Context: an optimization exercise on an open-source flow, tuned for small area and a short achievable clock period. The choices shown serve that exercise and are no tape-out recipe. No functional check of the RTL was part of any run shown here.

--- design/flow/config.mk ---
export PLATFORM = sky130hd
export DESIGN_NAME = lms_weight_updater
export DESIGN_NICKNAME = lms_weight_updater
export VERILOG_FILES = /design/flow/design.v
export SDC_FILE = /design/flow/constraint.sdc
export NUM_CORES = 4
export LEC_CHECK = 0
export CAP_MARGIN = 20
export CORE_MARGIN = 2
export CORE_UTILIZATION = 40
export CTS_BUF_LIST = sky130_fd_sc_hd__clkbuf_16
export CTS_CLUSTER_DIAMETER = 100
export CTS_CLUSTER_SIZE = 30
export SLEW_MARGIN = 20
--- design/flow/design.v ---
package lms_pkg;
    localparam int unsigned NUM_TAPS   = 32;
    localparam int unsigned WEIGHT_W   = 24;
    localparam int unsigned MU_SHIFT   = 20;
    localparam int unsigned LEAK_SHIFT = 12;
    localparam int unsigned TAP_IDX_W  = $clog2(NUM_TAPS);
    typedef logic signed [WEIGHT_W-1:0] weight_t;
    typedef logic signed [15:0]         sample_t;
endpackage
module ref_sample_buffer #(
    parameter int unsigned DEPTH = lms_pkg::NUM_TAPS
) (
    input  logic                     clk_in,
    input  lms_pkg::sample_t         wr_data,
    input  logic                     wr_en,
    input  logic [$clog2(DEPTH)-1:0] rd_offset,
    output lms_pkg::sample_t         rd_data,
    output lms_pkg::sample_t         head
);
    lms_pkg::sample_t mem [0:DEPTH-1];
    always_ff @(posedge clk_in) begin
        if (wr_en) begin
            mem[0] <= wr_data;
            for (int unsigned i = 1; i < DEPTH; i++) begin
                mem[i] <= mem[i-1];
            end
        end
    end
    assign rd_data = mem[rd_offset];
    assign head    = mem[0];
endmodule
module lms_weight_updater #(
    parameter int unsigned NUM_TAPS   = lms_pkg::NUM_TAPS,
    parameter int unsigned WEIGHT_W   = lms_pkg::WEIGHT_W,
    parameter int unsigned MU_SHIFT   = lms_pkg::MU_SHIFT,
    parameter int unsigned LEAK_SHIFT = lms_pkg::LEAK_SHIFT
) (
    input  logic                        clk_in,
    input  logic                        rst_n_in,
    input  lms_pkg::sample_t            sample_in,
    input  logic                        sample_ready,
    input  lms_pkg::sample_t            error_in,
    input  logic                        error_ready,
    input  logic                        freeze_in,
    output logic signed [WEIGHT_W-1:0]  weight_out,
    output logic [$clog2(NUM_TAPS)-1:0] weight_idx_out,
    output logic                        weight_valid_out,
    output logic                        busy_out,
    output logic                        done_out,
    output logic                        overrun_out
);
    localparam int unsigned IDX_W = $clog2(NUM_TAPS);
    localparam int unsigned CNT_W = IDX_W + 1;
    localparam int unsigned QW    = 86;
    logic                       upd;         
    logic                       dn;          
    logic                       wz;          
    logic [CNT_W-1:0]           hist_n;      
    logic                       pend_valid;  
    logic                       samp_push;   
    lms_pkg::sample_t           samp_q;
    logic [7:0]                 e_one, e_two, e_neg;    
    logic signed [WEIGHT_W-1:0] ring [0:NUM_TAPS-1];
    logic                       start;
    logic                       last;
    logic                       buf_wr_en;
    lms_pkg::sample_t           buf_wr_data;
    logic                       hist_add;
    logic [IDX_W-1:0]           rd_base;
    logic [IDX_W-1:0]           rd_offset;
    logic                       pre_valid;
    logic                       hist_any;    
    lms_pkg::sample_t           x_idle;
    lms_pkg::sample_t           x_pre;
    lms_pkg::sample_t           x_pre_next;
    lms_pkg::sample_t           rd_data;
    lms_pkg::sample_t           head;
    lms_pkg::sample_t           x_next;
    logic [7:0]                 in_one, in_two, in_neg;   
    logic signed [WEIGHT_W-1:0] w_cur;
    logic signed [WEIGHT_W-1:0] new_weight;
    ref_sample_buffer #(
        .DEPTH (NUM_TAPS)
    ) u_ref_buf (
        .clk_in    (clk_in),
        .wr_data   (buf_wr_data),
        .wr_en     (buf_wr_en),
        .rd_offset (rd_offset),
        .rd_data   (rd_data),
        .head      (head)
    );
    assign start = !busy_out && error_ready && !freeze_in;
    assign last  = (weight_idx_out == IDX_W'(NUM_TAPS - 2));
    assign hist_add    = (!busy_out && sample_ready) || (dn && (sample_ready || pend_valid));
    assign buf_wr_en   = samp_push;
    assign buf_wr_data = samp_q;
    assign rd_base   = upd ? weight_idx_out + IDX_W'(3) : IDX_W'(1);
    assign rd_offset = rd_base - IDX_W'(samp_push);
    assign pre_valid = hist_n > CNT_W'(rd_base);
    always_comb begin
        x_idle = hist_any ? samp_q : '0;
        x_next = (!busy_out && sample_ready) ? sample_in : (upd ? x_pre : x_idle);
        x_pre_next = (!busy_out && sample_ready) ? x_idle : (pre_valid ? rd_data : '0);
    end
    always_comb begin
        for (int i = 0; i < 8; i++) begin
            logic bm, b0, b1;
            bm = (i == 0) ? 1'b0 : error_in[2*i-1];
            b0 = error_in[2*i];
            b1 = error_in[2*i+1];
            in_one[i] = b0 ^ bm;
            in_two[i] = (b1 & !b0 & !bm) | (!b1 & b0 & bm);
            in_neg[i] = b1;
        end
    end
    assign w_cur = wz ? '0 : ring[0];
    logic [QW-1:0] pp_bits;
    logic [QW-1:0] pipe_q;
    lms_tap_pp u_pp (
        .one (busy_out ? e_one : in_one),
        .two (busy_out ? e_two : in_two),
        .neg (busy_out ? e_neg : in_neg),
        .x   (x_next),
        .q   (pp_bits)
    );
    always_ff @(posedge clk_in) begin
        pipe_q <= pp_bits;
    end
    lms_tap_sum u_sum (
        .q     (pipe_q),
        .w     (w_cur),
        .new_w (new_weight)
    );
    assign weight_out = ring[NUM_TAPS-1];
    always_ff @(posedge clk_in) begin
        if (!busy_out) begin
            e_one <= in_one;
            e_two <= in_two;
            e_neg <= in_neg;
        end
        if (sample_ready) begin
            samp_q <= sample_in;
        end
        x_pre <= x_pre_next;
        weight_idx_out <= upd ? weight_idx_out + IDX_W'(1) : IDX_W'(NUM_TAPS - 1);
        if (upd) begin
            for (int unsigned i = 0; i < NUM_TAPS - 1; i++) begin
                ring[i] <= ring[i+1];
            end
            ring[NUM_TAPS-1] <= new_weight;
        end
    end
    always_ff @(posedge clk_in or negedge rst_n_in) begin
        if (!rst_n_in) begin
            upd              <= 1'b0;
            dn               <= 1'b0;
            busy_out         <= 1'b0;
            done_out         <= 1'b0;
            overrun_out      <= 1'b0;
            weight_valid_out <= 1'b0;
            pend_valid       <= 1'b0;
            samp_push        <= 1'b0;
            wz               <= 1'b1;
            hist_n           <= '0;
            hist_any         <= 1'b0;
        end else begin
            upd              <= start || (upd && !last);
            dn               <= upd && last;
            busy_out         <= start || upd;
            done_out         <= dn;
            weight_valid_out <= upd;
            overrun_out      <= (upd || dn) && (error_ready || (sample_ready && pend_valid));
            pend_valid       <= upd && (pend_valid || sample_ready);
            samp_push        <= (!busy_out && sample_ready) || (dn && (sample_ready || pend_valid));
            if (upd && last) begin
                wz <= 1'b0;
            end
            if (hist_add) begin
                hist_any <= 1'b1;
            end
            if (hist_add && !hist_n[CNT_W-1]) begin
                hist_n <= hist_n + CNT_W'(1);
            end
        end
    end
endmodule
module lms_tap_pp (
    input  logic [7:0]  one,
    input  logic [7:0]  two,
    input  logic [7:0]  neg,
    input  logic [15:0] x,
    output logic [85:0] q
);
    wire [16:0] xe = {x[15], x};
    wire [16:0] xs = {x, 1'b0};
    wire [16:0] one0 = {17{one[0]}};
    wire [16:0] two0 = {17{two[0]}};
    wire [16:0] ng0  = {17{neg[0]}};
    wire [16:0] pp0 = ((one0 & xe) | (two0 & xs)) ^ ng0;
    wire neg0 = neg[0];
    wire [16:0] one1 = {17{one[1]}};
    wire [16:0] two1 = {17{two[1]}};
    wire [16:0] ng1  = {17{neg[1]}};
    wire [16:0] pp1 = ((one1 & xe) | (two1 & xs)) ^ ng1;
    wire neg1 = neg[1];
    wire [16:0] one2 = {17{one[2]}};
    wire [16:0] two2 = {17{two[2]}};
    wire [16:0] ng2  = {17{neg[2]}};
    wire [16:0] pp2 = ((one2 & xe) | (two2 & xs)) ^ ng2;
    wire neg2 = neg[2];
    wire [16:0] one3 = {17{one[3]}};
    wire [16:0] two3 = {17{two[3]}};
    wire [16:0] ng3  = {17{neg[3]}};
    wire [16:0] pp3 = ((one3 & xe) | (two3 & xs)) ^ ng3;
    wire neg3 = neg[3];
    wire [16:0] one4 = {17{one[4]}};
    wire [16:0] two4 = {17{two[4]}};
    wire [16:0] ng4  = {17{neg[4]}};
    wire [16:0] pp4 = ((one4 & xe) | (two4 & xs)) ^ ng4;
    wire neg4 = neg[4];
    wire [16:0] one5 = {17{one[5]}};
    wire [16:0] two5 = {17{two[5]}};
    wire [16:0] ng5  = {17{neg[5]}};
    wire [16:0] pp5 = ((one5 & xe) | (two5 & xs)) ^ ng5;
    wire neg5 = neg[5];
    wire [16:0] one6 = {17{one[6]}};
    wire [16:0] two6 = {17{two[6]}};
    wire [16:0] ng6  = {17{neg[6]}};
    wire [16:0] pp6 = ((one6 & xe) | (two6 & xs)) ^ ng6;
    wire neg6 = neg[6];
    wire [16:0] one7 = {17{one[7]}};
    wire [16:0] two7 = {17{two[7]}};
    wire [16:0] ng7  = {17{neg[7]}};
    wire [16:0] pp7 = ((one7 & xe) | (two7 & xs)) ^ ng7;
    wire neg7 = neg[7];
    wire a0 = pp0[2] ^ pp1[0] ^ neg1;
    wire a1 = (pp0[2] & pp1[0]) | (pp0[2] & neg1) | (pp1[0] & neg1);
    wire a2 = pp0[4] ^ pp1[2] ^ pp2[0];
    wire a3 = (pp0[4] & pp1[2]) | (pp0[4] & pp2[0]) | (pp1[2] & pp2[0]);
    wire a4 = pp0[5] ^ pp1[3] ^ pp2[1];
    wire a5 = (pp0[5] & pp1[3]) | (pp0[5] & pp2[1]) | (pp1[3] & pp2[1]);
    wire a6 = pp0[6] ^ pp1[4] ^ pp2[2];
    wire a7 = (pp0[6] & pp1[4]) | (pp0[6] & pp2[2]) | (pp1[4] & pp2[2]);
    wire a8 = pp0[7] ^ pp1[5] ^ pp2[3];
    wire a9 = (pp0[7] & pp1[5]) | (pp0[7] & pp2[3]) | (pp1[5] & pp2[3]);
    wire a10 = pp0[8] ^ pp1[6] ^ pp2[4];
    wire a11 = (pp0[8] & pp1[6]) | (pp0[8] & pp2[4]) | (pp1[6] & pp2[4]);
    wire a12 = pp3[2] ^ pp4[0] ^ neg4;
    wire a13 = (pp3[2] & pp4[0]) | (pp3[2] & neg4) | (pp4[0] & neg4);
    wire a14 = pp0[9] ^ pp1[7] ^ pp2[5];
    wire a15 = (pp0[9] & pp1[7]) | (pp0[9] & pp2[5]) | (pp1[7] & pp2[5]);
    wire a16 = pp0[10] ^ pp1[8] ^ pp2[6];
    wire a17 = (pp0[10] & pp1[8]) | (pp0[10] & pp2[6]) | (pp1[8] & pp2[6]);
    wire a18 = pp3[4] ^ pp4[2] ^ pp5[0];
    wire a19 = (pp3[4] & pp4[2]) | (pp3[4] & pp5[0]) | (pp4[2] & pp5[0]);
    wire a20 = pp0[11] ^ pp1[9] ^ pp2[7];
    wire a21 = (pp0[11] & pp1[9]) | (pp0[11] & pp2[7]) | (pp1[9] & pp2[7]);
    wire a22 = pp3[5] ^ pp4[3] ^ pp5[1];
    wire a23 = (pp3[5] & pp4[3]) | (pp3[5] & pp5[1]) | (pp4[3] & pp5[1]);
    wire a24 = pp0[12] ^ pp1[10] ^ pp2[8];
    wire a25 = (pp0[12] & pp1[10]) | (pp0[12] & pp2[8]) | (pp1[10] & pp2[8]);
    wire a26 = pp3[6] ^ pp4[4] ^ pp5[2];
    wire a27 = (pp3[6] & pp4[4]) | (pp3[6] & pp5[2]) | (pp4[4] & pp5[2]);
    wire a28 = pp0[13] ^ pp1[11] ^ pp2[9];
    wire a29 = (pp0[13] & pp1[11]) | (pp0[13] & pp2[9]) | (pp1[11] & pp2[9]);
    wire a30 = pp3[7] ^ pp4[5] ^ pp5[3];
    wire a31 = (pp3[7] & pp4[5]) | (pp3[7] & pp5[3]) | (pp4[5] & pp5[3]);
    wire a32 = pp0[14] ^ pp1[12] ^ pp2[10];
    wire a33 = (pp0[14] & pp1[12]) | (pp0[14] & pp2[10]) | (pp1[12] & pp2[10]);
    wire a34 = pp3[8] ^ pp4[6] ^ pp5[4];
    wire a35 = (pp3[8] & pp4[6]) | (pp3[8] & pp5[4]) | (pp4[6] & pp5[4]);
    wire a36 = pp6[2] ^ pp7[0] ^ neg7;
    wire a37 = (pp6[2] & pp7[0]) | (pp6[2] & neg7) | (pp7[0] & neg7);
    wire a38 = pp0[15] ^ pp1[13] ^ pp2[11];
    wire a39 = (pp0[15] & pp1[13]) | (pp0[15] & pp2[11]) | (pp1[13] & pp2[11]);
    wire a40 = pp3[9] ^ pp4[7] ^ pp5[5];
    wire a41 = (pp3[9] & pp4[7]) | (pp3[9] & pp5[5]) | (pp4[7] & pp5[5]);
    wire a42 = ~pp0[16] ^ pp1[14] ^ pp2[12];
    wire a43 = (~pp0[16] & pp1[14]) | (~pp0[16] & pp2[12]) | (pp1[14] & pp2[12]);
    wire a44 = pp3[10] ^ pp4[8] ^ pp5[6];
    wire a45 = (pp3[10] & pp4[8]) | (pp3[10] & pp5[6]) | (pp4[8] & pp5[6]);
    wire a46 = pp6[4] ^ pp7[2] ^ 1'b1;
    wire a47 = (pp6[4] & pp7[2]) | (pp6[4] & 1'b1) | (pp7[2] & 1'b1);
    wire a48 = pp1[15] ^ pp2[13] ^ pp3[11];
    wire a49 = (pp1[15] & pp2[13]) | (pp1[15] & pp3[11]) | (pp2[13] & pp3[11]);
    wire a50 = pp4[9] ^ pp5[7] ^ pp6[5];
    wire a51 = (pp4[9] & pp5[7]) | (pp4[9] & pp6[5]) | (pp5[7] & pp6[5]);
    wire a52 = ~pp1[16] ^ pp2[14] ^ pp3[12];
    wire a53 = (~pp1[16] & pp2[14]) | (~pp1[16] & pp3[12]) | (pp2[14] & pp3[12]);
    wire a54 = pp4[10] ^ pp5[8] ^ pp6[6];
    wire a55 = (pp4[10] & pp5[8]) | (pp4[10] & pp6[6]) | (pp5[8] & pp6[6]);
    wire a56 = pp2[15] ^ pp3[13] ^ pp4[11];
    wire a57 = (pp2[15] & pp3[13]) | (pp2[15] & pp4[11]) | (pp3[13] & pp4[11]);
    wire a58 = pp5[9] ^ pp6[7] ^ pp7[5];
    wire a59 = (pp5[9] & pp6[7]) | (pp5[9] & pp7[5]) | (pp6[7] & pp7[5]);
    wire a60 = ~pp2[16] ^ pp3[14] ^ pp4[12];
    wire a61 = (~pp2[16] & pp3[14]) | (~pp2[16] & pp4[12]) | (pp3[14] & pp4[12]);
    wire a62 = pp5[10] ^ pp6[8] ^ pp7[6];
    wire a63 = (pp5[10] & pp6[8]) | (pp5[10] & pp7[6]) | (pp6[8] & pp7[6]);
    wire a64 = pp3[15] ^ pp4[13] ^ pp5[11];
    wire a65 = (pp3[15] & pp4[13]) | (pp3[15] & pp5[11]) | (pp4[13] & pp5[11]);
    wire a66 = pp6[9] ^ pp7[7] ^ 1'b1;
    wire a67 = (pp6[9] & pp7[7]) | (pp6[9] & 1'b1) | (pp7[7] & 1'b1);
    wire a68 = ~pp3[16] ^ pp4[14] ^ pp5[12];
    wire a69 = (~pp3[16] & pp4[14]) | (~pp3[16] & pp5[12]) | (pp4[14] & pp5[12]);
    wire a70 = pp4[15] ^ pp5[13] ^ pp6[11];
    wire a71 = (pp4[15] & pp5[13]) | (pp4[15] & pp6[11]) | (pp5[13] & pp6[11]);
    wire a72 = ~pp4[16] ^ pp5[14] ^ pp6[12];
    wire a73 = (~pp4[16] & pp5[14]) | (~pp4[16] & pp6[12]) | (pp5[14] & pp6[12]);
    wire a74 = pp5[15] ^ pp6[13] ^ pp7[11];
    wire a75 = (pp5[15] & pp6[13]) | (pp5[15] & pp7[11]) | (pp6[13] & pp7[11]);
    wire a76 = ~pp5[16] ^ pp6[14] ^ pp7[12];
    wire a77 = (~pp5[16] & pp6[14]) | (~pp5[16] & pp7[12]) | (pp6[14] & pp7[12]);
    wire a78 = pp6[15] ^ pp7[13] ^ 1'b1;
    wire a79 = (pp6[15] & pp7[13]) | (pp6[15] & 1'b1) | (pp7[13] & 1'b1);
    wire a80 = pp0[3] ^ pp1[1] ^ a1;
    wire a81 = (pp0[3] & pp1[1]) | (pp0[3] & a1) | (pp1[1] & a1);
    wire a82 = pp3[0] ^ neg3 ^ a5;
    wire a83 = (pp3[0] & neg3) | (pp3[0] & a5) | (neg3 & a5);
    wire a84 = pp3[1] ^ a7 ^ a8;
    wire a85 = (pp3[1] & a7) | (pp3[1] & a8) | (a7 & a8);
    wire a86 = a9 ^ a10 ^ a12;
    wire a87 = (a9 & a10) | (a9 & a12) | (a10 & a12);
    wire a88 = pp3[3] ^ pp4[1] ^ a11;
    wire a89 = (pp3[3] & pp4[1]) | (pp3[3] & a11) | (pp4[1] & a11);
    wire a90 = neg5 ^ a15 ^ a16;
    wire a91 = (neg5 & a15) | (neg5 & a16) | (a15 & a16);
    wire a92 = a17 ^ a19 ^ a20;
    wire a93 = (a17 & a19) | (a17 & a20) | (a19 & a20);
    wire a94 = pp6[0] ^ neg6 ^ a21;
    wire a95 = (pp6[0] & neg6) | (pp6[0] & a21) | (neg6 & a21);
    wire a96 = a23 ^ a24 ^ a26;
    wire a97 = (a23 & a24) | (a23 & a26) | (a24 & a26);
    wire a98 = pp6[1] ^ a25 ^ a27;
    wire a99 = (pp6[1] & a25) | (pp6[1] & a27) | (a25 & a27);
    wire a100 = a29 ^ a31 ^ a32;
    wire a101 = (a29 & a31) | (a29 & a32) | (a31 & a32);
    wire a102 = pp6[3] ^ pp7[1] ^ a33;
    wire a103 = (pp6[3] & pp7[1]) | (pp6[3] & a33) | (pp7[1] & a33);
    wire a104 = a35 ^ a37 ^ a38;
    wire a105 = (a35 & a37) | (a35 & a38) | (a37 & a38);
    wire a106 = a39 ^ a41 ^ a42;
    wire a107 = (a39 & a41) | (a39 & a42) | (a41 & a42);
    wire a108 = pp7[3] ^ 1'b1 ^ a43;
    wire a109 = (pp7[3] & 1'b1) | (pp7[3] & a43) | (1'b1 & a43);
    wire a110 = a45 ^ a47 ^ a48;
    wire a111 = (a45 & a47) | (a45 & a48) | (a47 & a48);
    wire a112 = pp7[4] ^ a49 ^ a51;
    wire a113 = (pp7[4] & a49) | (pp7[4] & a51) | (a49 & a51);
    wire a114 = 1'b1 ^ a53 ^ a55;
    wire a115 = (1'b1 & a53) | (1'b1 & a55) | (a53 & a55);
    wire a116 = a57 ^ a59 ^ a60;
    wire a117 = (a57 & a59) | (a57 & a60) | (a59 & a60);
    wire a118 = a61 ^ a63 ^ a64;
    wire a119 = (a61 & a63) | (a61 & a64) | (a63 & a64);
    wire a120 = pp6[10] ^ pp7[8] ^ a65;
    wire a121 = (pp6[10] & pp7[8]) | (pp6[10] & a65) | (pp7[8] & a65);
    wire a122 = pp7[9] ^ 1'b1 ^ a69;
    wire a123 = (pp7[9] & 1'b1) | (pp7[9] & a69) | (1'b1 & a69);
    wire a124 = pp7[10] ^ a71 ^ a72;
    wire a125 = (pp7[10] & a71) | (pp7[10] & a72) | (a71 & a72);
    wire a126 = 1'b1 ^ a73 ^ a74;
    wire a127 = (1'b1 & a73) | (1'b1 & a74) | (a73 & a74);
    wire a128 = ~pp6[16] ^ pp7[14] ^ a79;
    wire a129 = (~pp6[16] & pp7[14]) | (~pp6[16] & a79) | (pp7[14] & a79);
    assign q[0] = pp0[0];  
    assign q[1] = neg0;  
    assign q[2] = pp0[1];  
    assign q[3] = a0;  
    assign q[4] = a80;  
    assign q[5] = neg2;  
    assign q[6] = a2;  
    assign q[7] = a81;  
    assign q[8] = a3;  
    assign q[9] = a4;  
    assign q[10] = a6;  
    assign q[11] = a82;  
    assign q[12] = a83;  
    assign q[13] = a84;  
    assign q[14] = a85;  
    assign q[15] = a86;  
    assign q[16] = a13;  
    assign q[17] = a14;  
    assign q[18] = a87;  
    assign q[19] = a88;  
    assign q[20] = a18;  
    assign q[21] = a89;  
    assign q[22] = a90;  
    assign q[23] = a22;  
    assign q[24] = a91;  
    assign q[25] = a92;  
    assign q[26] = a93;  
    assign q[27] = a94;  
    assign q[28] = a96;  
    assign q[29] = a28;  
    assign q[30] = a30;  
    assign q[31] = a95;  
    assign q[32] = a97;  
    assign q[33] = a98;  
    assign q[34] = a34;  
    assign q[35] = a36;  
    assign q[36] = a99;  
    assign q[37] = a100;  
    assign q[38] = a40;  
    assign q[39] = a101;  
    assign q[40] = a102;  
    assign q[41] = a104;  
    assign q[42] = a44;  
    assign q[43] = a46;  
    assign q[44] = a103;  
    assign q[45] = a105;  
    assign q[46] = a106;  
    assign q[47] = a50;  
    assign q[48] = a107;  
    assign q[49] = a108;  
    assign q[50] = a110;  
    assign q[51] = a52;  
    assign q[52] = a54;  
    assign q[53] = a109;  
    assign q[54] = a111;  
    assign q[55] = a112;  
    assign q[56] = a56;  
    assign q[57] = a58;  
    assign q[58] = a113;  
    assign q[59] = a114;  
    assign q[60] = a62;  
    assign q[61] = a115;  
    assign q[62] = a116;  
    assign q[63] = a66;  
    assign q[64] = a117;  
    assign q[65] = a118;  
    assign q[66] = a67;  
    assign q[67] = a68;  
    assign q[68] = a119;  
    assign q[69] = a120;  
    assign q[70] = a70;  
    assign q[71] = a121;  
    assign q[72] = a122;  
    assign q[73] = a123;  
    assign q[74] = a124;  
    assign q[75] = a125;  
    assign q[76] = a126;  
    assign q[77] = a75;  
    assign q[78] = a76;  
    assign q[79] = a127;  
    assign q[80] = a77;  
    assign q[81] = a78;  
    assign q[82] = a128;  
    assign q[83] = pp7[15];  
    assign q[84] = a129;  
    assign q[85] = ~pp7[16];  
endmodule
module lms_tap_sum (
    input  logic [85:0] q,
    input  logic [23:0] w,
    output logic [23:0] new_w
);
    wire b0 = q[29] ^ q[30];
    wire b1 = q[29] & q[30];
    wire b2 = q[34] ^ q[35];
    wire b3 = q[34] & q[35];
    wire b4 = q[38] ^ q[39];
    wire b5 = q[38] & q[39];
    wire b6 = q[42] ^ q[43] ^ q[44];
    wire b7 = (q[42] & q[43]) | (q[42] & q[44]) | (q[43] & q[44]);
    wire b8 = q[47] ^ q[48];
    wire b9 = q[47] & q[48];
    wire b10 = q[51] ^ q[52] ^ q[53];
    wire b11 = (q[51] & q[52]) | (q[51] & q[53]) | (q[52] & q[53]);
    wire b12 = q[56] ^ q[57];
    wire b13 = q[56] & q[57];
    wire b14 = q[60] ^ q[61];
    wire b15 = q[60] & q[61];
    wire b16 = q[63] ^ q[64];
    wire b17 = q[63] & q[64];
    wire b18 = q[66] ^ q[67] ^ q[68];
    wire b19 = (q[66] & q[67]) | (q[66] & q[68]) | (q[67] & q[68]);
    wire b20 = q[70] ^ q[71];
    wire b21 = q[70] & q[71];
    wire b22 = q[16] ^ q[17];
    wire b23 = q[16] & q[17];
    wire b24 = q[20] ^ q[21];
    wire b25 = q[20] & q[21];
    wire b26 = q[23] ^ q[24];
    wire b27 = q[23] & q[24];
    wire b28 = q[26] ^ q[27];
    wire b29 = q[26] & q[27];
    wire b30 = q[31] ^ q[32] ^ q[33];
    wire b31 = (q[31] & q[32]) | (q[31] & q[33]) | (q[32] & q[33]);
    wire b32 = q[36] ^ q[37] ^ b1;
    wire b33 = (q[36] & q[37]) | (q[36] & b1) | (q[37] & b1);
    wire b34 = q[40] ^ q[41] ^ b3;
    wire b35 = (q[40] & q[41]) | (q[40] & b3) | (q[41] & b3);
    wire b36 = q[45] ^ q[46] ^ b5;
    wire b37 = (q[45] & q[46]) | (q[45] & b5) | (q[46] & b5);
    wire b38 = q[49] ^ q[50] ^ b8;
    wire b39 = (q[49] & q[50]) | (q[49] & b8) | (q[50] & b8);
    wire b40 = q[54] ^ q[55] ^ b9;
    wire b41 = (q[54] & q[55]) | (q[54] & b9) | (q[55] & b9);
    wire b42 = q[58] ^ q[59] ^ b12;
    wire b43 = (q[58] & q[59]) | (q[58] & b12) | (q[59] & b12);
    wire b44 = q[62] ^ w[0] ^ b13;
    wire b45 = (q[62] & w[0]) | (q[62] & b13) | (w[0] & b13);
    wire b46 = q[65] ^ w[1] ^ b15;
    wire b47 = (q[65] & w[1]) | (q[65] & b15) | (w[1] & b15);
    wire b48 = q[69] ^ w[2] ^ b17;
    wire b49 = (q[69] & w[2]) | (q[69] & b17) | (w[2] & b17);
    wire b50 = q[72] ^ w[3] ^ b20;
    wire b51 = (q[72] & w[3]) | (q[72] & b20) | (w[3] & b20);
    wire b52 = q[73] ^ q[74] ^ w[4];
    wire b53 = (q[73] & q[74]) | (q[73] & w[4]) | (q[74] & w[4]);
    wire b54 = q[75] ^ q[76];
    wire b55 = q[75] & q[76];
    wire b56 = q[77] ^ q[78] ^ q[79];
    wire b57 = (q[77] & q[78]) | (q[77] & q[79]) | (q[78] & q[79]);
    wire b58 = q[80] ^ q[81];
    wire b59 = q[80] & q[81];
    wire b60 = 1'b1 ^ q[83];
    wire b61 = 1'b1 & q[83];
    wire b62 = q[5] ^ q[6];
    wire b63 = q[5] & q[6];
    wire b64 = q[8] ^ q[9];
    wire b65 = q[8] & q[9];
    wire b66 = q[10] ^ q[11];
    wire b67 = q[10] & q[11];
    wire b68 = q[12] ^ q[13];
    wire b69 = q[12] & q[13];
    wire b70 = q[14] ^ q[15];
    wire b71 = q[14] & q[15];
    wire b72 = q[18] ^ q[19] ^ b22;
    wire b73 = (q[18] & q[19]) | (q[18] & b22) | (q[19] & b22);
    wire b74 = q[22] ^ b23 ^ b24;
    wire b75 = (q[22] & b23) | (q[22] & b24) | (b23 & b24);
    wire b76 = q[25] ^ b25 ^ b26;
    wire b77 = (q[25] & b25) | (q[25] & b26) | (b25 & b26);
    wire b78 = q[28] ^ b27 ^ b28;
    wire b79 = (q[28] & b27) | (q[28] & b28) | (b27 & b28);
    wire b80 = b29 ^ b0 ^ b30;
    wire b81 = (b29 & b0) | (b29 & b30) | (b0 & b30);
    wire b82 = b2 ^ b31 ^ b32;
    wire b83 = (b2 & b31) | (b2 & b32) | (b31 & b32);
    wire b84 = b4 ^ b33 ^ b34;
    wire b85 = (b4 & b33) | (b4 & b34) | (b33 & b34);
    wire b86 = b6 ^ b35 ^ b36;
    wire b87 = (b6 & b35) | (b6 & b36) | (b35 & b36);
    wire b88 = b7 ^ b37 ^ b38;
    wire b89 = (b7 & b37) | (b7 & b38) | (b37 & b38);
    wire b90 = b10 ^ b39 ^ b40;
    wire b91 = (b10 & b39) | (b10 & b40) | (b39 & b40);
    wire b92 = b11 ^ b41 ^ b42;
    wire b93 = (b11 & b41) | (b11 & b42) | (b41 & b42);
    wire b94 = b14 ^ b43 ^ b44;
    wire b95 = (b14 & b43) | (b14 & b44) | (b43 & b44);
    wire b96 = b16 ^ b45 ^ b46;
    wire b97 = (b16 & b45) | (b16 & b46) | (b45 & b46);
    wire b98 = b18 ^ b47 ^ b48;
    wire b99 = (b18 & b47) | (b18 & b48) | (b47 & b48);
    wire b100 = b19 ^ b49 ^ b50;
    wire b101 = (b19 & b49) | (b19 & b50) | (b49 & b50);
    wire b102 = b21 ^ b52 ^ b51;
    wire b103 = (b21 & b52) | (b21 & b51) | (b52 & b51);
    wire b104 = w[5] ^ b54 ^ b53;
    wire b105 = (w[5] & b54) | (w[5] & b53) | (b54 & b53);
    wire b106 = w[6] ^ b55 ^ b56;
    wire b107 = (w[6] & b55) | (w[6] & b56) | (b55 & b56);
    wire b108 = w[7] ^ b58 ^ b57;
    wire b109 = (w[7] & b58) | (w[7] & b57) | (b58 & b57);
    wire b110 = q[82] ^ w[8] ^ b59;
    wire b111 = (q[82] & w[8]) | (q[82] & b59) | (w[8] & b59);
    wire b112 = q[84] ^ w[9] ^ b60;
    wire b113 = (q[84] & w[9]) | (q[84] & b60) | (w[9] & b60);
    wire b114 = q[85] ^ w[10] ^ b61;
    wire b115 = (q[85] & w[10]) | (q[85] & b61) | (w[10] & b61);
    wire [32:0] ra, rb;
    assign ra[0] = q[0];
    assign rb[0] = q[1];
    assign ra[1] = q[2];
    assign rb[1] = 1'b0;
    assign ra[2] = q[3];
    assign rb[2] = 1'b0;
    assign ra[3] = q[4];
    assign rb[3] = 1'b0;
    assign ra[4] = q[7];
    assign rb[4] = b62;
    assign ra[5] = b63;
    assign rb[5] = b64;
    assign ra[6] = b65;
    assign rb[6] = b66;
    assign ra[7] = b67;
    assign rb[7] = b68;
    assign ra[8] = b69;
    assign rb[8] = b70;
    assign ra[9] = b71;
    assign rb[9] = b72;
    assign ra[10] = b73;
    assign rb[10] = b74;
    assign ra[11] = b75;
    assign rb[11] = b76;
    assign ra[12] = b77;
    assign rb[12] = b78;
    assign ra[13] = b79;
    assign rb[13] = b80;
    assign ra[14] = b81;
    assign rb[14] = b82;
    assign ra[15] = b83;
    assign rb[15] = b84;
    assign ra[16] = b85;
    assign rb[16] = b86;
    assign ra[17] = b87;
    assign rb[17] = b88;
    assign ra[18] = b89;
    assign rb[18] = b90;
    assign ra[19] = b91;
    assign rb[19] = b92;
    assign ra[20] = b93;
    assign rb[20] = b94;
    assign ra[21] = b95;
    assign rb[21] = b96;
    assign ra[22] = b97;
    assign rb[22] = b98;
    assign ra[23] = b99;
    assign rb[23] = b100;
    assign ra[24] = b101;
    assign rb[24] = b102;
    assign ra[25] = b104;
    assign rb[25] = b103;
    assign ra[26] = b105;
    assign rb[26] = b106;
    assign ra[27] = b107;
    assign rb[27] = b108;
    assign ra[28] = b110;
    assign rb[28] = b109;
    assign ra[29] = b111;
    assign rb[29] = b112;
    assign ra[30] = b113;
    assign rb[30] = b114;
    assign ra[31] = 1'b1;
    assign rb[31] = b115;
    assign ra[32] = 1'b1;
    assign rb[32] = 1'b0;
    wire [32:0] g0 = ra & rb;
    wire [32:0] p0 = ra ^ rb;
    wire b116 = g0[1] | (p0[1] & g0[0]);
    wire b117 = p0[1] & p0[0];
    wire b118 = g0[3] | (p0[3] & g0[2]);
    wire b119 = p0[3] & p0[2];
    wire b120 = g0[5] | (p0[5] & g0[4]);
    wire b121 = p0[5] & p0[4];
    wire b122 = g0[7] | (p0[7] & g0[6]);
    wire b123 = p0[7] & p0[6];
    wire b124 = g0[9] | (p0[9] & g0[8]);
    wire b125 = p0[9] & p0[8];
    wire b126 = g0[11] | (p0[11] & g0[10]);
    wire b127 = p0[11] & p0[10];
    wire b128 = g0[13] | (p0[13] & g0[12]);
    wire b129 = p0[13] & p0[12];
    wire b130 = g0[15] | (p0[15] & g0[14]);
    wire b131 = p0[15] & p0[14];
    wire b132 = g0[17] | (p0[17] & g0[16]);
    wire b133 = p0[17] & p0[16];
    wire b134 = g0[19] | (p0[19] & g0[18]);
    wire b135 = p0[19] & p0[18];
    wire b136 = g0[21] | (p0[21] & g0[20]);
    wire b137 = p0[21] & p0[20];
    wire b138 = g0[23] | (p0[23] & g0[22]);
    wire b139 = p0[23] & p0[22];
    wire b140 = g0[25] | (p0[25] & g0[24]);
    wire b141 = p0[25] & p0[24];
    wire b142 = g0[27] | (p0[27] & g0[26]);
    wire b143 = p0[27] & p0[26];
    wire b144 = g0[29] | (p0[29] & g0[28]);
    wire b145 = p0[29] & p0[28];
    wire b146 = g0[31] | (p0[31] & g0[30]);
    wire b147 = p0[31] & p0[30];
    wire b148 = g0[2] | (p0[2] & b116);
    wire b149 = p0[2] & b117;
    wire b150 = b118 | (b119 & b116);
    wire b151 = b119 & b117;
    wire b152 = g0[6] | (p0[6] & b120);
    wire b153 = p0[6] & b121;
    wire b154 = b122 | (b123 & b120);
    wire b155 = b123 & b121;
    wire b156 = g0[10] | (p0[10] & b124);
    wire b157 = p0[10] & b125;
    wire b158 = b126 | (b127 & b124);
    wire b159 = b127 & b125;
    wire b160 = g0[14] | (p0[14] & b128);
    wire b161 = p0[14] & b129;
    wire b162 = b130 | (b131 & b128);
    wire b163 = b131 & b129;
    wire b164 = g0[18] | (p0[18] & b132);
    wire b165 = p0[18] & b133;
    wire b166 = b134 | (b135 & b132);
    wire b167 = b135 & b133;
    wire b168 = g0[22] | (p0[22] & b136);
    wire b169 = p0[22] & b137;
    wire b170 = b138 | (b139 & b136);
    wire b171 = b139 & b137;
    wire b172 = g0[26] | (p0[26] & b140);
    wire b173 = p0[26] & b141;
    wire b174 = b142 | (b143 & b140);
    wire b175 = b143 & b141;
    wire b176 = g0[30] | (p0[30] & b144);
    wire b177 = p0[30] & b145;
    wire b178 = b146 | (b147 & b144);
    wire b179 = b147 & b145;
    wire b180 = g0[4] | (p0[4] & b150);
    wire b181 = p0[4] & b151;
    wire b182 = b120 | (b121 & b150);
    wire b183 = b121 & b151;
    wire b184 = b152 | (b153 & b150);
    wire b185 = b153 & b151;
    wire b186 = b154 | (b155 & b150);
    wire b187 = b155 & b151;
    wire b188 = g0[12] | (p0[12] & b158);
    wire b189 = p0[12] & b159;
    wire b190 = b128 | (b129 & b158);
    wire b191 = b129 & b159;
    wire b192 = b160 | (b161 & b158);
    wire b193 = b161 & b159;
    wire b194 = b162 | (b163 & b158);
    wire b195 = b163 & b159;
    wire b196 = g0[20] | (p0[20] & b166);
    wire b197 = p0[20] & b167;
    wire b198 = b136 | (b137 & b166);
    wire b199 = b137 & b167;
    wire b200 = b168 | (b169 & b166);
    wire b201 = b169 & b167;
    wire b202 = b170 | (b171 & b166);
    wire b203 = b171 & b167;
    wire b204 = g0[28] | (p0[28] & b174);
    wire b205 = p0[28] & b175;
    wire b206 = b144 | (b145 & b174);
    wire b207 = b145 & b175;
    wire b208 = b176 | (b177 & b174);
    wire b209 = b177 & b175;
    wire b210 = b178 | (b179 & b174);
    wire b211 = b179 & b175;
    wire b212 = g0[8] | (p0[8] & b186);
    wire b213 = p0[8] & b187;
    wire b214 = b124 | (b125 & b186);
    wire b215 = b125 & b187;
    wire b216 = b156 | (b157 & b186);
    wire b217 = b157 & b187;
    wire b218 = b158 | (b159 & b186);
    wire b219 = b159 & b187;
    wire b220 = b188 | (b189 & b186);
    wire b221 = b189 & b187;
    wire b222 = b190 | (b191 & b186);
    wire b223 = b191 & b187;
    wire b224 = b192 | (b193 & b186);
    wire b225 = b193 & b187;
    wire b226 = b194 | (b195 & b186);
    wire b227 = b195 & b187;
    wire b228 = g0[24] | (p0[24] & b202);
    wire b229 = p0[24] & b203;
    wire b230 = b140 | (b141 & b202);
    wire b231 = b141 & b203;
    wire b232 = b172 | (b173 & b202);
    wire b233 = b173 & b203;
    wire b234 = b174 | (b175 & b202);
    wire b235 = b175 & b203;
    wire b236 = b204 | (b205 & b202);
    wire b237 = b205 & b203;
    wire b238 = b206 | (b207 & b202);
    wire b239 = b207 & b203;
    wire b240 = b208 | (b209 & b202);
    wire b241 = b209 & b203;
    wire b242 = b210 | (b211 & b202);
    wire b243 = b211 & b203;
    wire b244 = g0[16] | (p0[16] & b226);
    wire b245 = p0[16] & b227;
    wire b246 = b132 | (b133 & b226);
    wire b247 = b133 & b227;
    wire b248 = b164 | (b165 & b226);
    wire b249 = b165 & b227;
    wire b250 = b166 | (b167 & b226);
    wire b251 = b167 & b227;
    wire b252 = b196 | (b197 & b226);
    wire b253 = b197 & b227;
    wire b254 = b198 | (b199 & b226);
    wire b255 = b199 & b227;
    wire b256 = b200 | (b201 & b226);
    wire b257 = b201 & b227;
    wire b258 = b202 | (b203 & b226);
    wire b259 = b203 & b227;
    wire b260 = b228 | (b229 & b226);
    wire b261 = b229 & b227;
    wire b262 = b230 | (b231 & b226);
    wire b263 = b231 & b227;
    wire b264 = b232 | (b233 & b226);
    wire b265 = b233 & b227;
    wire b266 = b234 | (b235 & b226);
    wire b267 = b235 & b227;
    wire b268 = b236 | (b237 & b226);
    wire b269 = b237 & b227;
    wire b270 = b238 | (b239 & b226);
    wire b271 = b239 & b227;
    wire b272 = b240 | (b241 & b226);
    wire b273 = b241 & b227;
    wire b274 = b242 | (b243 & b226);
    wire b275 = b243 & b227;
    wire b276 = g0[32] | (p0[32] & b274);
    wire b277 = p0[32] & b275;
    wire [32:20] t;
    assign t[20] = p0[20] ^ b250;
    assign t[21] = p0[21] ^ b252;
    assign t[22] = p0[22] ^ b254;
    assign t[23] = p0[23] ^ b256;
    assign t[24] = p0[24] ^ b258;
    assign t[25] = p0[25] ^ b260;
    assign t[26] = p0[26] ^ b262;
    assign t[27] = p0[27] ^ b264;
    assign t[28] = p0[28] ^ b266;
    assign t[29] = p0[29] ^ b268;
    assign t[30] = p0[30] ^ b270;
    assign t[31] = p0[31] ^ b272;
    assign t[32] = p0[32] ^ b274;
    wire [12:0] wh     = w[23:11];
    wire [12:0] wh_inc = wh + 13'd1;
    wire [12:0] wh_dec = wh - 13'd1;
    wire        wh_max = (wh == 13'h0fff);
    wire        wh_min = (wh == 13'h1000);
    wire        c_inc  = !t[32] && t[31];
    wire        c_dec  = t[32];
    wire        sat_hi = c_inc && wh_max;
    wire        sat_lo = c_dec && wh_min;
    wire [12:0] hi_inc = wh_max ? wh : wh_inc;
    wire [12:0] hi_dec = wh_min ? wh : wh_dec;
    assign new_w[23:11] = c_inc ? hi_inc : (c_dec ? hi_dec : wh);
    assign new_w[10:0]  = sat_hi ? 11'h7ff : (sat_lo ? 11'h000 : t[30:20]);
endmodule
--- design/flow/flow/run.sh ---
#!/bin/bash
# The standard layout, with timing repair aimed well below the clock period.
set -euo pipefail
export SETUP_SLACK_MARGIN=9.5
export BUFFER_PORTS_ARGS="-buffer_cell sky130_fd_sc_hd__buf_4"
bash standard.sh > flow.log 2>&1
--- design/flow/standard.sh ---
#!/bin/bash
# synth_recipe.tcl (not shown) runs the flow's synth.tcl, then flattens the netlist and writes it again
# the make line also repeats each setting of config.mk as NAME=value (left out here)
make -C /OpenROAD-flow-scripts/flow DESIGN_CONFIG=/design/flow/config.mk WORK_HOME=/design/flow/orfs CLKGATE_MAP_FILE= SYNTH_SCRIPT=/design/flow/synth_recipe.tcl "${@:-finish}"
--- design/flow/constraint.sdc ---
create_clock -name core_clock -period 14.0 [get_ports {clk_in}]
set_input_delay 2.8000 -clock core_clock [delete_from_list [all_inputs] [get_ports {clk_in}]]
set_output_delay 2.8000 -clock core_clock [all_outputs]
set_load 0.01 [all_outputs]
==> impl_metrics.env, run 1 <==
export IMPL_status="complete, no violations"
export IMPL_skew_ns=0.0492
export IMPL_rows=135
export IMPL_rsz0062_at_grt="yes"
export IMPL_period_minus_slack_ns=4.45
export IMPL_syn_area_um2=54400
export IMPL_syn_avg_cell_area_um2=17.2
export IMPL_reg2reg_slack_ns=9.55
export IMPL_ant_nets=0
export IMPL_max_freq_mhz=225
export IMPL_hold_start="ring[7][2]$_DFFE_PP_"
export IMPL_numClockSinks=1441
export IMPL_start_kind="input port"
export IMPL_grt_total_usage=0.165
export IMPL_ys_async_sr_fraction=0.0111
export IMPL_syn_to_final_growth_pct=10.4
export IMPL_utilization=0.444
export IMPL_cts_tree="yes"
export IMPL_final_hold_viol_count=0
export IMPL_rr_endpoint="ring[31][14]$_DFFE_PP_"
export IMPL_final_common_cell="edfxtp_1"
export IMPL_hold_class="reg -> reg"
export IMPL_path_max_fanout=22
export IMPL_crit_start="sample_ready"
export IMPL_synth_cells=3160
export IMPL_clockBufferDepth=3
export IMPL_antenna_found_initial=4
export IMPL_drive_above_1_share=0.126
export IMPL_end_kind="register"
export IMPL_portBuffers=69
export IMPL_setup_slack_ns=9.55
export IMPL_routedWlPerCell_um=23.3
export IMPL_nets=3497
export IMPL_reg2regPathDepth=18
export IMPL_cts_buffers=55
export IMPL_critical_path_class="in -> reg"
export IMPL_die_x_um=373
export IMPL_hold_ws_ns=0.399
export IMPL_routabilityCongestion=0.840
export IMPL_ys_flop_type="edfxtp_1"
export IMPL_cts_root_buf="clkbuf_16"
export IMPL_critPathCapture="pipe_q[25]$_DFF_P_"
export IMPL_grt_pass1_vias=27300
export IMPL_postPlaceCellArea_um2=57400
export IMPL_overflow=0
export IMPL_finalSetupTns_ns=0
export IMPL_grt_first_pass_wirelength_um=176000
export IMPL_final_cell_mix="1296 x edfxtp_1, 173 x buf_4, 156 x xnor2_1"
export IMPL_critPathRequiredTime_ns=14.57
export IMPL_yosys_warnings=4
export IMPL_period_share=0.318
export IMPL_cts_hold_fix_buffers=0
export IMPL_clock_latency_ns=0.72
export IMPL_dp_hpwl_um=71300
export IMPL_maxSlewHeadroom=0.207
export IMPL_avgViaCountPerCell=5.52
export IMPL_setup_viol=0
export IMPL_first_iter_violations=3521
export IMPL_drt_first_pass_iters=9
export IMPL_grt_max_degree=207
export IMPL_start_util=0.402
export IMPL_clk_pin_slew_worst_paths_ns=0.12
export IMPL_chipHeight_um=373
export IMPL_yosysUniqueCellTypes=97
export IMPL_ios=70
export IMPL_core_area_um2=135000
export IMPL_cts_max_level=2
export IMPL_drc=0
export IMPL_routed_wl_um=119000
export IMPL_tightestPinTransition_ns=1.19
export IMPL_ys_ff_latch=1441
export IMPL_report_final_slew_viol_count=0
export IMPL_synth_fp_nets=3354
export IMPL_r2r_start="pipe_q[57]$_DFF_P_"
export IMPL_pre_cts_ws_ns=7.88
export IMPL_vias=28200
export IMPL_synth_edf_count=1296
export IMPL_ys_seq_area_frac=0.771
export IMPL_die_area_um2=139000
export IMPL_final_cell_area_um2=60000
export IMPL_cap_violations=0
export IMPL_worstPathArrival_ns=5.02
-- synthesized netlist by cell type, types with 8 or more instances --
| master | count | area, µm² |
|---|---|---|
| a211oi_1 | 13 | 97.6 |
| a21o_1 | 11 | 82.6 |
| a21oi_1 | 104 | 521 |
| a221o_1 | 8 | 80.1 |
| a221oi_1 | 17 | 149 |
| a22o_1 | 23 | 201 |
| a22oi_1 | 64 | 480 |
| a2bb2oi_1 | 8 | 70.1 |
| a31oi_1 | 13 | 81.3 |
| a32o_1 | 10 | 100 |
| a32oi_1 | 19 | 166 |
| and2_1 | 9 | 56.3 |
| and3_1 | 16 | 100 |
| and4_1 | 8 | 70.1 |
| buf_1 | 10 | 37.5 |
| buf_2 | 26 | 130 |
| buf_6 | 8 | 90.1 |
| clkbuf_1 | 83 | 312 |
| dfrtp_1 | 15 | 375 |
| dfxtp_1 | 129 | 2580 |
| edfxtp_1 | 1296 | 38900 |
| fa_1 | 91 | 1820 |
| ha_1 | 66 | 826 |
| inv_1 | 125 | 469 |
| mux2_2 | 14 | 158 |
| mux2i_1 | 42 | 420 |
| nand2_1 | 133 | 499 |
| nand2b_1 | 18 | 113 |
| nand3_1 | 56 | 280 |
| nand3b_1 | 12 | 90.1 |
| nand4_1 | 27 | 169 |
| nor2_1 | 78 | 293 |
| nor2b_1 | 25 | 156 |
| nor3_1 | 37 | 185 |
| nor3_2 | 10 | 100 |
| nor4_1 | 18 | 113 |
| o211ai_1 | 24 | 180 |
| o21ai_0 | 57 | 285 |
| o21ai_1 | 24 | 120 |
| o22ai_1 | 124 | 776 |
| or2_2 | 12 | 75.1 |
| xnor2_1 | 156 | 1370 |
| xor2_1 | 9 | 78.8 |
-- kinds of logic after synthesis --
kind of cell	synth area share
AOI/OAI and AO/OA	0.0741
xor gates and xnor gates	0.0279
adders and majority gates	0.0487
buffers and inverters	0.0203
DFF	0.771
muxes	0.0129
and+or+nand+nor	0.0456
-- what timing repair did --
item,CTS,global route
gates resized for setup,51,47
setup endpoints to repair,117,49
cloned,1,3
endpoints found under the hold margin,0,0
buffers inserted,36,21
pin swaps,10,11
-- through the flow --
| step | std cells |
|---|---|
| final | 5120 |
| after global routing | 5119 |
| after CTS | 5095 |
| after detailed placement | 4966 |
| after global placement | 4966 |
| after floorplan | 3160 |
-- registers in the layout (all words and copies together) (netlist names) --
register          count
weight_valid_out      1
ring                768
hist_n                6
overrun_out           1
busy_out              1
samp_push             1
weight_idx_out        5
e_two                 8
u_ref_buf.mem       512
done_out              1
dn                    1
x_pre                16
e_neg                 6
hist_any              1
e_one                 8
pipe_q               86
upd                   1
wz                    1
pend_valid            1
samp_q               16
-- critical path: stages --
cell	delay, ns
buf_12	0.14
nand2b_4	0.11
buf_12	0.17
o211ai_1	0.09
o21ai_1	0.15
buf_6	0.18
o22ai_1	0.10
xnor2_1	0.16
fa_1	0.54
inv_1	0.06
fa_1	0.48
-- cell type report --
type / count / area [µm²]
multi-input cells: 1456 / 11800
flip-flops and latches: 1441 / 41900
repair buffers: 215 / 1860
clock inverters: 37 / 270
clock buffers: 55 / 1380
diodes: 1 / 2.50
inverters: 134 / 513
fillers: 11900 / 75100
well taps: 1781 / 2230
-- metal layers --
| layer | GRT usage | share of wire |
|---|---|---|
| met4 | 0.0515 | 0.032 |
| met5 | 0 | 0.000075 |
| met3 | 0.0282 | 0.076 |
| met2 | 0.251 | 0.44 |
| met1 | 0.243 | 0.45 |
-- worst min-delay path by stage --
stage	endpoint	slack [ns]	depth (start not counted)
global route	ring[7][17]$_DFFE_PP_	0.42	0
finish	ring[6][2]$_DFFE_PP_	0.40	0
CTS	ring[7][17]$_DFFE_PP_	0.41	0
global placement	ring[11][14]$_DFFE_PP_	0.40	0
detailed placement	ring[0][15]$_DFFE_PP_	0.40	0
floorplan	done_out$_DFF_PN0_	0.37	0
==> run 2, diff against run 1 <==
--- a/design/flow/config.mk
+++ b/design/flow/config.mk
@@ -10,5 +10,5 @@
 export CORE_UTILIZATION = 40
 export CTS_BUF_LIST = sky130_fd_sc_hd__clkbuf_16
-export CTS_CLUSTER_DIAMETER = 100
-export CTS_CLUSTER_SIZE = 30
+export CTS_CLUSTER_DIAMETER = 120
+export CTS_CLUSTER_SIZE = 24
 export SLEW_MARGIN = 20
==> run 2 against run 1 <==
Against the previous run: worst setup slack got worse by 0.015 ns; critical path type is now reg -> reg; critical endpoint is now ring[31][14]$_DFFE_PP_; highest routed layer unchanged; still clean on timing, DRC and antenna.
==> impl_metrics.env, run 2 <==
export IMPL_final_common_cell="edfxtp_1"
export IMPL_clock_latency_ns=0.69
export IMPL_max_freq_mhz=224
export IMPL_die_area_um2=139000
export IMPL_finalNonFillerCells=5132
export IMPL_die_x_um=373
export IMPL_tightestPinTransition_ns=1.21
export IMPL_rsz0062_at_grt="yes"
export IMPL_regMostFlops="ring"
export IMPL_grt_pass1_vias=27400
export IMPL_synth_common_cells="1296 x edfxtp_1, 156 x xnor2_1, 133 x nand2_1"
export IMPL_setup_viol=0
export IMPL_period_share=0.319
export IMPL_portBuffers=69
export IMPL_cts_tree="yes"
export IMPL_path_common_cell="fa_1"
export IMPL_maxSlewHeadroom=0.193
export IMPL_drt_first_pass_iters=6
export IMPL_ys_flop_type="edfxtp_1"
export IMPL_ant_nets=0
export IMPL_cts_max_level=3
export IMPL_grt_first_pass_wirelength_um=176000
export IMPL_cts_root_buf="clkbuf_16"
export IMPL_ys_ff_latch=1441
export IMPL_path_max_fanout=10
export IMPL_slowest_stage="fa_1"
export IMPL_rows=135
export IMPL_grt_total_usage=0.167
export IMPL_cts_hold_fix_buffers=0
export IMPL_clockBufferDepth=3
export IMPL_seqCellArea_um2=41900
export IMPL_final_cell_mix="1296 x edfxtp_1, 174 x buf_4, 156 x xnor2_1"
export IMPL_synth_area_leaders="edfxtp_1 72%, dfxtp_1 4.7%, fa_1 3.4%, xnor2_1 2.5%, ha_1 1.5%"
export IMPL_max_stage_delay_ns=0.61
export IMPL_status="complete, no violations"
export IMPL_drive_above_1_share=0.130
export IMPL_dp_cells=4966
export IMPL_yosys_warnings=4
export IMPL_cp_cell_sequence="nand2b_2 -> fa_1 -> inv_1 -> fa_1 -> ha_4 -> and4_1 -> and2_1 -> a22oi_2 -> nand2_2 -> o31a_4 -> nor2_4 -> a22oi_1 -> o211ai_1"
export IMPL_dp_hpwl_um=71300
export IMPL_largest_reg_flops=768
export IMPL_nets=3515
export IMPL_yosysTopAreaCell="edfxtp_1"
export IMPL_routedWlPerCell_um=23.3
export IMPL_yosysUniqueCellTypes=97
export IMPL_finalSetupTns_ns=0
export IMPL_vias=28300
export IMPL_ys_seq_area_frac=0.771
export IMPL_grt_max_degree=207
export IMPL_report_final_slew_viol_count=0
export IMPL_overflow=0
export IMPL_routabilityCongestion=0.840
export IMPL_drc=0
export IMPL_cap_violations=0
export IMPL_critPathRequiredTime_ns=14.41
export IMPL_path_delay_family="adder cells"
export IMPL_routed_wl_um=120000
export IMPL_first_iter_violations=3591
export IMPL_core_area_um2=135000
export IMPL_synth_fp_nets=3354
export IMPL_hold_class="reg -> reg"
export IMPL_hold_ws_ns=0.409
export IMPL_start_kind="register"
export IMPL_end_kind="register"
export IMPL_final_hold_viol_count=0
export IMPL_skew_ns=0.0364
export IMPL_cts_buffers=70
export IMPL_period_minus_slack_ns=4.47
export IMPL_diodes=0
export IMPL_clk_pin_slew_worst_paths_ns=0.10
export IMPL_start_util=0.402
export IMPL_path_buf_inv=1
export IMPL_numClockSinks=1441
export IMPL_yosysMostFrequentCell="edfxtp_1"
export IMPL_biggestRegsByFlops="ring x768, u_ref_buf.mem x512, pipe_q x86"
export IMPL_syn_area_um2=54400
export IMPL_multiInputGateArea_um2=11900
export IMPL_syn_avg_cell_area_um2=17.2
export IMPL_worstPathArrival_ns=4.88
export IMPL_chipHeight_um=373
export IMPL_ys_async_sr_fraction=0.0111
export IMPL_critical_path_class="reg -> reg"
export IMPL_synth_edf_count=1296
export IMPL_yosysTopAreaCellShare=0.716
export IMPL_avgViaCountPerCell=5.51
export IMPL_antenna_found_initial=5
export IMPL_utilization=0.447
export IMPL_syn_to_final_growth_pct=11.0
export IMPL_ios=70
export IMPL_nFillCells=11800
export IMPL_synth_cells=3160
==> run 2: path summary, 6_finish.rpt <==
kind,from,end,slack (ns),cells after the start
min,ring[10][1]$_DFFE_PP_,ring[9][1]$_DFFE_PP_,0.41,0
max reg2reg,wz$_DFFE_PN1P_,ring[31][14]$_DFFE_PP_,9.53,13
max,wz$_DFFE_PN1P_,ring[31][14]$_DFFE_PP_,9.53,13
min in group asynchronous,rst_n_in,weight_valid_out$_DFF_PN0_,1.98,1
min reg2reg,ring[10][1]$_DFFE_PP_,ring[9][1]$_DFFE_PP_,0.41,0
max in group asynchronous,rst_n_in,wz$_DFFE_PN1P_,11.75,1
==> run 2: cell type report <==
type / count / area share
clock buffers: 70 / 0.0290
clock inverters: 32 / 0.00365
inverters: 134 / 0.00850
multi-input cells: 1456 / 0.196
flip-flops and latches: 1441 / 0.694
well taps: 1781 / 0.0369
repair buffers: 218 / 0.0315
==> run 2: timing repair <==
item,CTS,global route
setup buffers,36,25
setup endpoints to repair,117,52
cloned,1,2
pin swaps,9,17
resized for setup,42,50
==> run 2: routing by layer <==
layer	vias up	routed length [µm]	GRT usage
met4	4	3740	0.0577
li1	12400	-	-
met5	-	27	0
met2	1174	53100	0.251
met3	212	9530	0.0302
met1	14500	53200	0.244
==> run 2: metrics by stage <==
stage          setup slack [ns]  cell area, µm²
2_1_floorplan              5.30           54600
6_report                   9.53           60400
4_1_cts                    9.38           59900
3_5_place_dp               7.88           57400
5_1_grt                    9.40           60400
3_3_place_gp               7.92           57400
==> run 2: cells by family after synthesis <==
family          share of synthesized area
fa+ha+maj                          0.0487
simple gates                       0.0456
xor+xnor                           0.0279
mux                                0.0129
flops                               0.771
compound gates                     0.0741
buf+inv                            0.0203
==> run 2: worst register-to-register path: cells and delay by family, from the launching register on <==
kind	cells	cell delay, ns
compound gates	4	1.27
simple gates	5	1.03
flops	1	0.50
buf+inv	1	0.05
fa+ha+maj	3	1.34
==> run 3, diff against run 2 <==
--- a/design/flow/config.mk
+++ b/design/flow/config.mk
@@ -6,4 +6,5 @@
 export NUM_CORES = 4
 export LEC_CHECK = 0
+export ABC_AREA = 1
 export CAP_MARGIN = 20
 export CORE_MARGIN = 2
==> run 3 against run 2 <==
Against the previous run: worst setup slack got worse by 0.056 ns; hold slack worse by 0.016 ns; clock skew increased by 0.014 ns; die area up 2.3%.
==> impl_metrics.env, run 3 <==
export IMPL_syn_avg_cell_area_um2=14.2
export IMPL_numClockSinks=1441
export IMPL_die_area_um2=142000
export IMPL_hold_path_cell_count=0
export IMPL_routedWlPerCell_um=20.2
export IMPL_tightestPinTransition_ns=1.08
export IMPL_maxSlewHeadroom=0.283
export IMPL_seqCellArea_um2=41900
export IMPL_cts_hold_fix_buffers=0
export IMPL_finalSetupTns_ns=0
export IMPL_cts_tree="yes"
export IMPL_report_final_slew_viol_count=0
export IMPL_syn_area_um2=55700
export IMPL_grt_first_pass_wirelength_um=179000
export IMPL_nets=4207
export IMPL_biggestRegsByFlops="ring x768, u_ref_buf.mem x512, pipe_q x86"
export IMPL_die_x_um=377
export IMPL_ant_nets=0
export IMPL_overflow=0
export IMPL_multiInputGateArea_um2=12700
export IMPL_first_iter_violations=3126
export IMPL_hold_class="reg -> reg"
export IMPL_yosysUniqueCellTypes=46
export IMPL_start_util=0.404
export IMPL_end_kind="register"
export IMPL_drc=0
export IMPL_routed_wl_um=118000
export IMPL_yosysTopAreaCellShare=0.699
export IMPL_path_max_fanout=10
export IMPL_period_share=0.323
export IMPL_final_hold_viol_count=0
export IMPL_largest_reg_flops=768
export IMPL_synth_area_leaders="edfxtp_1 70%, nand3_1 5.4%, dfxtp_1 4.6%, nand2_1 3.6%, fa_1 3.3%"
export IMPL_critical_path_class="in -> reg"
export IMPL_drive_above_1_share=0.107
export IMPL_clk_pin_slew_worst_paths_ns=0.09
export IMPL_clockBufferDepth=3
export IMPL_grt_total_usage=0.164
export IMPL_core_area_um2=138000
export IMPL_synth_common_cells="1296 x edfxtp_1, 605 x nand3_1, 537 x nand2_1"
export IMPL_routabilityCongestion=0.845
export IMPL_portBuffers=69
export IMPL_setup_viol=0
export IMPL_ys_flop_type="edfxtp_1"
export IMPL_synth_edf_count=1296
export IMPL_ys_ff_latch=1441
export IMPL_synth_cells=3910
export IMPL_final_common_cell="edfxtp_1"
export IMPL_ios=70
export IMPL_drt_first_pass_iters=5
export IMPL_regMostFlops="ring"
export IMPL_max_freq_mhz=221
export IMPL_cts_buffers=70
export IMPL_reg2regPathDepth=16
export IMPL_grt_max_degree=199
export IMPL_clock_latency_ns=0.73
export IMPL_yosys_warnings=4
export IMPL_synth_fp_nets=4104
export IMPL_diodes=0
export IMPL_cap_violations=0
export IMPL_chipHeight_um=377
export IMPL_dp_hpwl_um=66900
export IMPL_start_kind="input port"
export IMPL_cts_max_level=3
export IMPL_ys_async_sr_fraction=0.0111
export IMPL_skew_ns=0.0500
export IMPL_vias=30500
export IMPL_nFillCells=12100
export IMPL_cts_root_buf="clkbuf_16"
export IMPL_status="complete, no violations"
export IMPL_syn_to_final_growth_pct=10.9
export IMPL_grt_pass1_vias=29300
export IMPL_worstPathArrival_ns=5.13
export IMPL_rows=136
export IMPL_final_cell_mix="1296 x edfxtp_1, 590 x nand3_1, 533 x nand2_1"
export IMPL_yosysMostFrequentCell="edfxtp_1"
export IMPL_period_minus_slack_ns=4.52
export IMPL_yosysTopAreaCell="edfxtp_1"
export IMPL_rsz0062_at_grt="yes"
export IMPL_avgViaCountPerCell=5.23
export IMPL_ys_seq_area_frac=0.753
export IMPL_antenna_found_initial=1
export IMPL_critPathRequiredTime_ns=14.60
## run 3: cell types whose count changed after synthesis, sizes merged, moves of 59 or more
cell   delta
a21oi    -74
nand3   +549
a22oi    -63
xor2    +146
nor2    +213
nand2   +404
xnor2   -152
buf      +59
inv      +93
## run 3: repair_timing
action | in CTS | in global routing
setup buffers | 68 | 20
setup endpoints to repair | 117 | 66
gates resized for setup | 69 | 48
cloned | 2 | 3
endpoints found under the hold margin | 0 | 0
pin swaps | 17 | 10
## run 3: worst paths after layout
check	startpoint	to	slack [ns]
min	ring[21][7]$_DFFE_PP_	ring[20][7]$_DFFE_PP_	0.39
min reg2reg	ring[21][7]$_DFFE_PP_	ring[20][7]$_DFFE_PP_	0.39
max reg2reg	wz$_DFFE_PN1P_	ring[31][11]$_DFFE_PP_	9.78
max	sample_ready	pipe_q[50]$_DFF_P_	9.48
max in group asynchronous	rst_n_in	wz$_DFFE_PN1P_	11.76
min in group asynchronous	rst_n_in	weight_valid_out$_DFF_PN0_	1.95
## run 3: area by class of cell
type	instances	area share
sequential	1441	0.679
inverter	228	0.0146
multi-input combinational	2060	0.205
clock inverter	28	0.00403
tap	1794	0.0364
clock buffer	70	0.0284
timing repair buffer	212	0.0328
## run 3: layer usage
metal | GRT usage | up-vias | wire [µm]
met4 | 0.0472 | 0 | 2900
met1 | 0.241 | 15400 | 54700
met2 | 0.252 | 894 | 53800
met3 | 0.0273 | 162 | 6720
li1 | - | 14000 | -
met5 | 0 | - | 0
## run 3: through the flow
| stage | utilization | worst slack, ns | cell area (µm²) | cells | hold slack [ns] |
|---|---|---|---|---|---|
| 2_1_floorplan | - | 5.73 | 56100 | 3910 | 0.354 |
| 3_3_place_gp | 0.423 | 7.58 | 58300 | 5641 | 0.400 |
| 3_5_place_dp | 0.423 | 7.53 | 58300 | 5642 | 0.405 |
| 4_1_cts | 0.445 | 9.40 | 61300 | 5810 | 0.394 |
| 5_1_grt | 0.448 | 9.47 | 61700 | 5833 | 0.410 |
| 6_report | 0.448 | 9.48 | 61700 | 5833 | 0.393 |
## run 3: kinds of logic (layout without fill, tap and decap cells)
family / count (synthesis) / count (layout) / share of synthesized area
adders and majority gates: 157 / 157 / 0.0476
and+or+nand+nor: 1493 / 1493 / 0.117
xor gates and xnor gates: 162 / 162 / 0.0255
AOI/OAI and AO/OA: 247 / 248 / 0.0265
buffers and inverters: 410 / 538 / 0.0310
DFF: 1441 / 1441 / 0.753
## run 3: critical path, stage by stage
cell	delay, ns
buf_16	0.11
inv_2	0.05
nor2_4	0.11
inv_4	0.08
buf_16	0.14
buf_12	0.14
o21ai_4	0.22
buf_12	0.18
o22ai_1	0.09
xor2_1	0.17
fa_1	0.51
inv_1	0.05
fa_1	0.47

==> what the ideal ports hide <==
How much do the figures lean on ideal ports? The routed layouts below were timed once more, with nothing changed but the port constraints. Step 1 (the two cells are an assumption about what drives the block):
set clk [get_ports {clk_in}]
set_driving_cell -lib_cell sky130_fd_sc_hd__clkbuf_16 $clk
set_driving_cell -lib_cell sky130_fd_sc_hd__buf_2 [delete_from_list [all_inputs] $clk]
Step 2 moves the port delays by t, midway between the first and last clock arrival at a register: inputs arrive t later, outputs are due t later. That takes back most of the time a late clock gives input paths. Slacks: ideal ports / drivers / drivers and shift; pairs: ideal ports / drivers.
run	shift t [ns]	slack for setup (ns)	slew at the worst register clock pin (ns)
run 1	0.763	9.548 / 9.552 / 8.793	0.12 / 0.12
run 2	0.750	9.533 / 9.533 / 8.807	0.11 / 0.11
run 3	0.778	9.477 / 9.441 / 8.663	0.11 / 0.11
After both steps every run listed still meets setup and hold. The setup slack of run 3, which loses most, moves by -0.036 ns with the drivers and by -0.814 ns with both steps.
